Context: an optimization exercise on an open-source flow, tuned for small area. The choices shown serve that exercise and are no tape-out recipe. Where RTL was checked, it was by simulation tests only, not by an equivalence proof against the original. The flow treats the clock pin as an ideal source, which a real chip does not have. Power figures rest on the tool's default switching activity, not on a simulated workload.

==> flow/design.v <==
`timescale 1ns/100ps
package invaders_pkg;
    typedef logic [11:0] coord_t;
    typedef logic [11:0] color_t;
    typedef logic [2:0]  slot_t;
    localparam int FIELD_WIDTH    = 640;
    localparam int NUM_INVADERS   = 8;
    localparam int NUM_LASERS     = 4;
    localparam int LASER_IDX_W    = $clog2(NUM_LASERS);
    localparam int INVADER_SIZE   = 32;
    localparam int CANNON_SIZE    = 32;
    localparam int CANNON_V       = 448;
    localparam int CANNON_STEP    = 2;
    localparam int CANNON_INIT_H  = 304;
    localparam int LASER_LEN      = 20;
    localparam int LASER_STEP     = 4;
    localparam int LASER_OFFSET_H = 16;
    localparam int DOWN_STEP      = 8;
    localparam color_t CANNON_COLOR = 12'hff0;
    localparam color_t LASER_COLOR  = 12'hfff;
    localparam bit [NUM_INVADERS-1:0] INVADER_INIT_ALIVE = 8'hff;
    localparam bit [NUM_INVADERS*12-1:0] INVADER_INIT_VPOS = {
        12'd64, 12'd64, 12'd64, 12'd64, 12'd0, 12'd0, 12'd0, 12'd0
    };
    localparam bit [NUM_INVADERS*12-1:0] INVADER_INIT_HPOS = {
        12'd320, 12'd256, 12'd192, 12'd128, 12'd320, 12'd256, 12'd192, 12'd128
    };
    localparam bit [NUM_INVADERS*12-1:0] INVADER_INIT_COLOR = {
        12'h88f, 12'h8f0, 12'hf80, 12'h0ff, 12'hf0f, 12'h00f, 12'h0f0, 12'hf00
    };
    typedef enum logic [1:0] {
        DIR_RIGHT,
        DIR_DOWN,
        DIR_LEFT
    } dir_t;
    typedef enum logic [2:0] {
        PH_IDLE,
        PH_SCAN,
        PH_MOVE,
        PH_CANNON,
        PH_LASERS
    } phase_t;
    localparam int UPDATE_CYCLES = 2 * NUM_INVADERS + 1 + NUM_LASERS;
endpackage
`timescale 1ns/100ps
`timescale 1ns/100ps
`timescale 1ns/100ps
`timescale 1ns/100ps
`timescale 1ns/100ps
`timescale 1ns/100ps
`timescale 1ns/100ps
module space_game_top (
    input  logic        clk25M,
    input  logic        reset,
    input  logic        frame_tick,
    input  logic        march_en,
    input  logic [3:0]  speed,
    input  logic        btn_left,
    input  logic        btn_right,
    input  logic        btn_fire,
    input  logic [11:0] whpos,
    input  logic [11:0] wvpos,
    input  logic [18:0] write_addr_in,
    input  logic        write_en,
    output logic [18:0] write_addr_out,
    output logic        write_en_out,
    output logic [11:0] vdin,
    output logic        update_busy
);
    logic [4:0] seq;
    wire        idle = (seq == 5'd0);
    wire        last = (seq == 5'd13);
    wire        upd  = (seq == 5'd1);     
    always_ff @(posedge clk25M) begin
        if (reset || last) seq <= 5'd0;
        else if (idle)    seq <= {4'd0, frame_tick};
        else              seq <= {seq[3:0], seq[4] ^ seq[2]};
    end
    assign update_busy = !idle;
    logic [8:0] Hn;      
    logic [8:0] Yn;      
    logic [1:0] dir;     
    wire dl   = dir[0];
    wire down = dir[1];
    wire [8:0] hsum;     
    wire       hcar;     
    wire [8:0] ydec;     
    wire [8:0] Cnew;     
    wire edge_seen = dl ? hcar : (hsum < 9'd95);
    always_ff @(posedge clk25M) begin
        if (reset) begin
            Hn  <= ~9'd128;
            Yn  <= ~9'd0;
            dir <= 2'b00;
        end else if (upd && march_en) begin
            if (down) begin
                Yn  <= ydec;
                dir <= {1'b0, ~dl};
            end else if (edge_seen) begin
                dir <= {1'b1, dl};
            end else begin
                Hn  <= hsum;
            end
        end
    end
    logic [8:0] Cn;
    wire can_l  = btn_left && (Cn != ~9'd8);                   
    wire can_r  = !can_l && btn_right && (Cn > ~9'd312);       
    always_ff @(posedge clk25M) begin
        if (reset)                        Cn <= ~9'd160;
        else if (upd && (can_l || can_r)) Cn <= Cnew;
    end
    logic [3:0][6:0] E;
    logic [3:0][8:0] Xn;
    logic            spawned;
    wire win  = (seq == 5'd17) || (seq == 5'd3) || (seq == 5'd6) || (seq == 5'd13);
    wire free0 = &E[0][6:4];               
    wire fire0 = win && free0 && btn_fire && !spawned;
    wire [7:0] eb;
    wire [6:0] edec;
    assign eb[0] = 1'b1;
    for (genvar j = 0; j < 7; j++) begin : g_edec
        assign edec[j] = E[0][j] ^ eb[j];
        assign eb[j+1] = eb[j] & ~E[0][j];
    end
    logic [6:0] e_in;
    always_comb begin
        if (win && !free0) e_in = edec;
        else if (fire0)    e_in = 7'd107;
        else               e_in = E[0];
    end
    always_ff @(posedge clk25M) begin
        E <= {e_in, E[3:1]} | {4{reset, reset, reset, 4'b0000}};
    end
    always_ff @(posedge clk25M) begin
        Xn <= {free0 ? Cn : Xn[0], Xn[3:1]};
    end
    always_ff @(posedge clk25M) begin
        spawned <= win && (spawned || fire0);
    end
    wire [9:0] vc;
    wire [8:0] vr;
    wire [8:0] va = wvpos[11:3] | {9{upd}};
    assign vc[0] = ~upd;
    for (genvar j = 0; j < 9; j++) begin : g_vsub
        assign vr[j]   = va[j] ^ Yn[j] ^ vc[j];
        assign vc[j+1] = (va[j] & Yn[j]) | (vc[j] & (va[j] ^ Yn[j]));
    end
    assign ydec = vr;
    wire wrapY = ~|Yn[8:3];                      
    wire row0  = vc[9] && (vr[8:2] == 7'd0);
    wire row1  = (vc[9] ^ wrapY) && (vr[8:2] == 7'd2);
    wire [10:0] hcy;
    wire [9:0]  hr;
    wire [9:0]  hnx = {1'b1, Hn};
    wire [9:0]  hop = {whpos[9], upd ? {{5{~dl}}, speed ^ {4{~dl}}} : whpos[8:0]};
    assign hcy[0] = upd ? ~dl : 1'b1;
    for (genvar j = 0; j < 10; j++) begin : g_hsub
        assign hr[j]    = hop[j] ^ hnx[j] ^ hcy[j];
        assign hcy[j+1] = (hop[j] & hnx[j]) | (hcy[j] & (hop[j] ^ hnx[j]));
    end
    assign hsum = hr[8:0];
    assign hcar = hcy[9];
    wire inv_hit = (row0 | row1) && (whpos[11:10] == 2'd0) && hcy[10] && (hr[9:8] == 2'd0) && !hr[5];
    wire [2:0] idx = {row1, hr[7:6]};
    wire [9:0] ccy;
    wire [8:0] cr;
    wire [8:0] cp  = upd ? {{8{~can_l}}, 1'b0} : whpos[9:1];
    assign ccy[0] = 1'b1;
    for (genvar j = 0; j < 9; j++) begin : g_csub
        assign cr[j]     = cp[j] ^ Cn[j] ^ ccy[j];
        assign ccy[j+1]  = (cp[j] & Cn[j]) | (ccy[j] & (cp[j] ^ Cn[j]));
    end
    assign Cnew = cr;
    wire can_h   = (whpos[11:10] == 2'd0) && (ccy[9] ? (cr[8:3] == 6'h00) : (cr[8:3] == 6'h3f));
    wire can_hit = can_h && (wvpos[11:5] == 7'd14);
    wire       w_ok = (wvpos[11:9] == 3'd0) && (wvpos[8:6] != 3'b111);
    wire [4:0] la   = wvpos[8:4];
    wire [1:0] lb   = wvpos[3:2];
    wire [5:0] lmb;
    wire [4:0] lam1;
    assign lmb[0] = 1'b1;
    for (genvar j = 0; j < 5; j++) begin : g_lam1
        assign lam1[j]  = la[j] ^ lmb[j];
        assign lmb[j+1] = lmb[j] & ~la[j];
    end
    wire lam1_ok = (la != 5'd0);
    wire [8:0] lp = whpos[9:1];
    wire [8:0] lq;
    wire [9:0] lqc;
    assign lqc[0] = whpos[0];
    for (genvar j = 0; j < 9; j++) begin : g_lq
        assign lq[j]    = lp[j] ^ lqc[j];
        assign lqc[j+1] = lp[j] & lqc[j];
    end
    wire lh_ok = (whpos[11:10] == 2'd0);
    logic [3:0] las_h;
    for (genvar i = 0; i < 4; i++) begin : g_lhit
        wire [4:0] c  = E[i][6:2];
        wire [1:0] f  = E[i][1:0];
        wire       ge = (lb[1] & ~f[1]) | (~(lb[1] ^ f[1]) & (lb[0] | ~f[0]));
        wire       le = (~lb[1] & f[1]) | (~(lb[1] ^ f[1]) & (~lb[0] | f[0]));
        wire       vh = ((la == c) && ge) || (lam1_ok && (lam1 == c) && le);
        wire       hh = (lp == ~Xn[i]) || (lq == ~Xn[i]);
        assign las_h[i] = vh && hh;
    end
    wire las_hit = w_ok && lh_ok && (|las_h);
    logic [4:0] inv_code;
    always_comb begin
        case (idx)
            3'd0: inv_code = 5'b11000;     
            3'd1: inv_code = 5'b00110;     
            3'd2: inv_code = 5'b00001;     
            3'd3: inv_code = 5'b11001;     
            3'd4: inv_code = 5'b00111;     
            3'd5: inv_code = 5'b11100;     
            3'd6: inv_code = 5'b10110;     
            default: inv_code = 5'b10101;  
        endcase
    end
    logic [4:0] code;
    always_comb begin
        if (inv_hit)      code = inv_code;
        else if (can_hit) code = 5'b11110;    
        else if (las_hit) code = 5'b11111;    
        else              code = 5'b00000;
    end
    logic [4:0] col;
    always_ff @(posedge clk25M) begin
        if (reset || !write_en) col <= 5'd0;
        else                    col <= code;
    end
    assign vdin = {col[4], {3{col[3]}}, col[2], {3{col[1]}}, {4{col[0]}}};
    always_ff @(posedge clk25M) begin
        write_addr_out <= write_addr_in;
        write_en_out   <= write_en & ~reset;
    end
endmodule
Settings: LEC_CHECK=0, CAP_MARGIN=20, CORE_MARGIN=2, CORE_UTILIZATION=65, PLACE_DENSITY=0.8, SLEW_MARGIN=20; clock period 6.0 ns.
standard.sh (not shown) runs the stock make flow with config.mk's settings and CLKGATE_MAP_FILE= SYNTH_SCRIPT=/design/flow/synth_recipe.tcl, a recipe that flattens the netlist after the stock synthesis.
==> flow/flow/run.sh <==
#!/bin/bash
# Standard ORFS layout (standard synthesis unchanged) with small port buffers
# and a light clock tree: clkbuf_4 leaves under a clkbuf_8 root; leaves whose
# estimated output slew is high are then swapped for clkbuf_8 before routing.
set -euo pipefail
export BUFFER_PORTS_ARGS="-buffer_cell sky130_fd_sc_hd__buf_1"
export CTS_ARGS="-sink_clustering_enable -repair_clock_nets -dont_use_dummy_load -buf_list sky130_fd_sc_hd__clkbuf_4 -root_buf sky130_fd_sc_hd__clkbuf_8"
bash standard.sh cts > standard_cts.log 2>&1
export RES=orfs/results/${FLOW_PLATFORM}/space_game_top/base
export PLAT=${FLOW_HOME}/platforms/${FLOW_PLATFORM}
export FIX_SLEW_PS=90
openroad -no_init -exit flow/fix_cts.tcl > fix_cts.log 2>&1
bash standard.sh finish > standard_finish.log 2>&1
==> flow/flow/fix_cts.tcl <==
# Swap clkbuf_4 clock buffers whose output slew (placement estimate) is over
# FIX_SLEW_PS for clkbuf_8, legalize, and put the result back as the CTS result.
read_liberty $::env(PLAT)/lib/sky130_fd_sc_hd__tt_025C_1v80.lib
read_db $::env(RES)/4_cts.odb
read_sdc $::env(RES)/4_cts.sdc
source $::env(PLAT)/setRC.tcl
set_propagated_clock [all_clocks]
estimate_parasitics -placement
set lim $::env(FIX_SLEW_PS)
set big [[ord::get_db] findMaster sky130_fd_sc_hd__clkbuf_8]
set n 0
foreach inst [[ord::get_db_block] getInsts] {
  if {[[$inst getMaster] getName] == "sky130_fd_sc_hd__clkbuf_4"} {
    set pin [get_pins [$inst getName]/X]
    set s 0
    foreach e {rise fall} {
      set v [sta::time_ui_sta [get_property $pin slew_max_$e]]
      if {$v > $s} { set s $v }
    }
    if {$s * 1e12 > $lim} {
      $inst swapMaster $big
      incr n
      puts "upsized [$inst getName] (slew [format %.1f [expr {$s * 1e12}]] ps)"
    }
  }
}
puts "upsized $n clock buffers"
detailed_placement
check_placement
write_db $::env(RES)/4_1_cts.odb
after 1100
write_db $::env(RES)/4_cts.odb
==> next run, changes <==
--- a/flow/design.v
+++ b/flow/design.v
@@ -68,13 +68,13 @@
     output logic        update_busy
 );
     logic [4:0] seq;
-    wire        idle = (seq == 5'd0);
-    wire        last = (seq == 5'd13);
-    wire        upd  = (seq == 5'd1);     
+    wire        idle = ~|seq[3:0];                           
+    wire        last = seq[3] & seq[2] & ~seq[1] & seq[0];   
+    wire        upd  = seq[3] & ~seq[2] & seq[1];            
     always_ff @(posedge clk25M) begin
         if (reset || last) seq <= 5'd0;
-        else if (idle)    seq <= {4'd0, frame_tick};
-        else              seq <= {seq[3:0], seq[4] ^ seq[2]};
+        else if (idle)     seq <= {4'd0, frame_tick};
+        else               seq <= {seq[3:0], seq[4] ^ seq[2]};
     end
     assign update_busy = !idle;
     logic [8:0] Hn;      
@@ -113,7 +113,7 @@
     logic [3:0][6:0] E;
     logic [3:0][8:0] Xn;
     logic            spawned;
-    wire win  = (seq == 5'd17) || (seq == 5'd3) || (seq == 5'd6) || (seq == 5'd13);
+    wire win  = seq[4] & ((seq[3] & ~seq[0]) | (seq[2] & seq[0]));
     wire free0 = &E[0][6:4];               
     wire fire0 = win && free0 && btn_fire && !spawned;
     wire [7:0] eb;
@@ -205,32 +205,34 @@
         assign las_h[i] = vh && hh;
     end
     wire las_hit = w_ok && lh_ok && (|las_h);
-    logic [4:0] inv_code;
+    logic [3:0] inv_code;
     always_comb begin
         case (idx)
-            3'd0: inv_code = 5'b11000;     
-            3'd1: inv_code = 5'b00110;     
-            3'd2: inv_code = 5'b00001;     
-            3'd3: inv_code = 5'b11001;     
-            3'd4: inv_code = 5'b00111;     
-            3'd5: inv_code = 5'b11100;     
-            3'd6: inv_code = 5'b10110;     
-            default: inv_code = 5'b10101;  
+            3'd0: inv_code = 4'b0100;     
+            3'd1: inv_code = 4'b0010;     
+            3'd2: inv_code = 4'b0001;     
+            3'd3: inv_code = 4'b0101;     
+            3'd4: inv_code = 4'b0011;     
+            3'd5: inv_code = 4'b1100;     
+            3'd6: inv_code = 4'b1010;     
+            default: inv_code = 4'b1001;  
         endcase
     end
-    logic [4:0] code;
+    logic [3:0] code;
     always_comb begin
         if (inv_hit)      code = inv_code;
-        else if (can_hit) code = 5'b11110;    
-        else if (las_hit) code = 5'b11111;    
-        else              code = 5'b00000;
-    end
-    logic [4:0] col;
-    always_ff @(posedge clk25M) begin
-        if (reset || !write_en) col <= 5'd0;
+        else if (can_hit) code = 4'b0110;    
+        else if (las_hit) code = 4'b0111;    
+        else              code = 4'b0000;
+    end
+    logic [3:0] col;
+    always_ff @(posedge clk25M) begin
+        if (reset || !write_en) col <= 4'd0;
         else                    col <= code;
     end
-    assign vdin = {col[4], {3{col[3]}}, col[2], {3{col[1]}}, {4{col[0]}}};
+    wire r3 = col[2] | col[3];
+    wire g3 = col[1] | col[3];
+    assign vdin = {r3, {3{col[2]}}, g3, {3{col[1]}}, {4{col[0]}}};
     always_ff @(posedge clk25M) begin
         write_addr_out <= write_addr_in;
         write_en_out   <= write_en & ~reset;
First-iteration DRC count goes up by 25%.
Register-to-register slack gets worse by 70 ps.
Non-clock buffer count rose by 9.
Count of clock-buffer cells in the layout does not change.
Final cell count falls by 1.0%.
Final area is about the same.
Clock power falls by about 4%.
Only the layout flow was run in the second run of this note; the RTL was not checked for function there.

port drivers added, routing unchanged:
In the flow no input, the clock included, has a driving cell. The finished layouts below were timed again as built, in two steps.
Step 1 assumes that a clkbuf_16 drives the clock port and a buf_2 every other input.
Step 2, shift: input delay + t, output delay - t, t = (earliest + latest rising clock arrival at the registers) / 2. This alone moves slack from input paths to output paths.
Three values: ideal ports, drivers, drivers and shift; two values: the first two.
run	shift t [ns]	setup WS [ns]	worst data-port slew with drivers (ns)
the first run	0.448	0.309 / 0.319 / -0.129	0.04
the second run	0.442	0.143 / 0.156 / -0.286	0.04
With both steps, setup timing fails in the first run and the second run, where it was met with ideal ports. The setup slack of the first run, which loses most, moves by +0.010 ns with the drivers and by -0.438 ns with both steps.
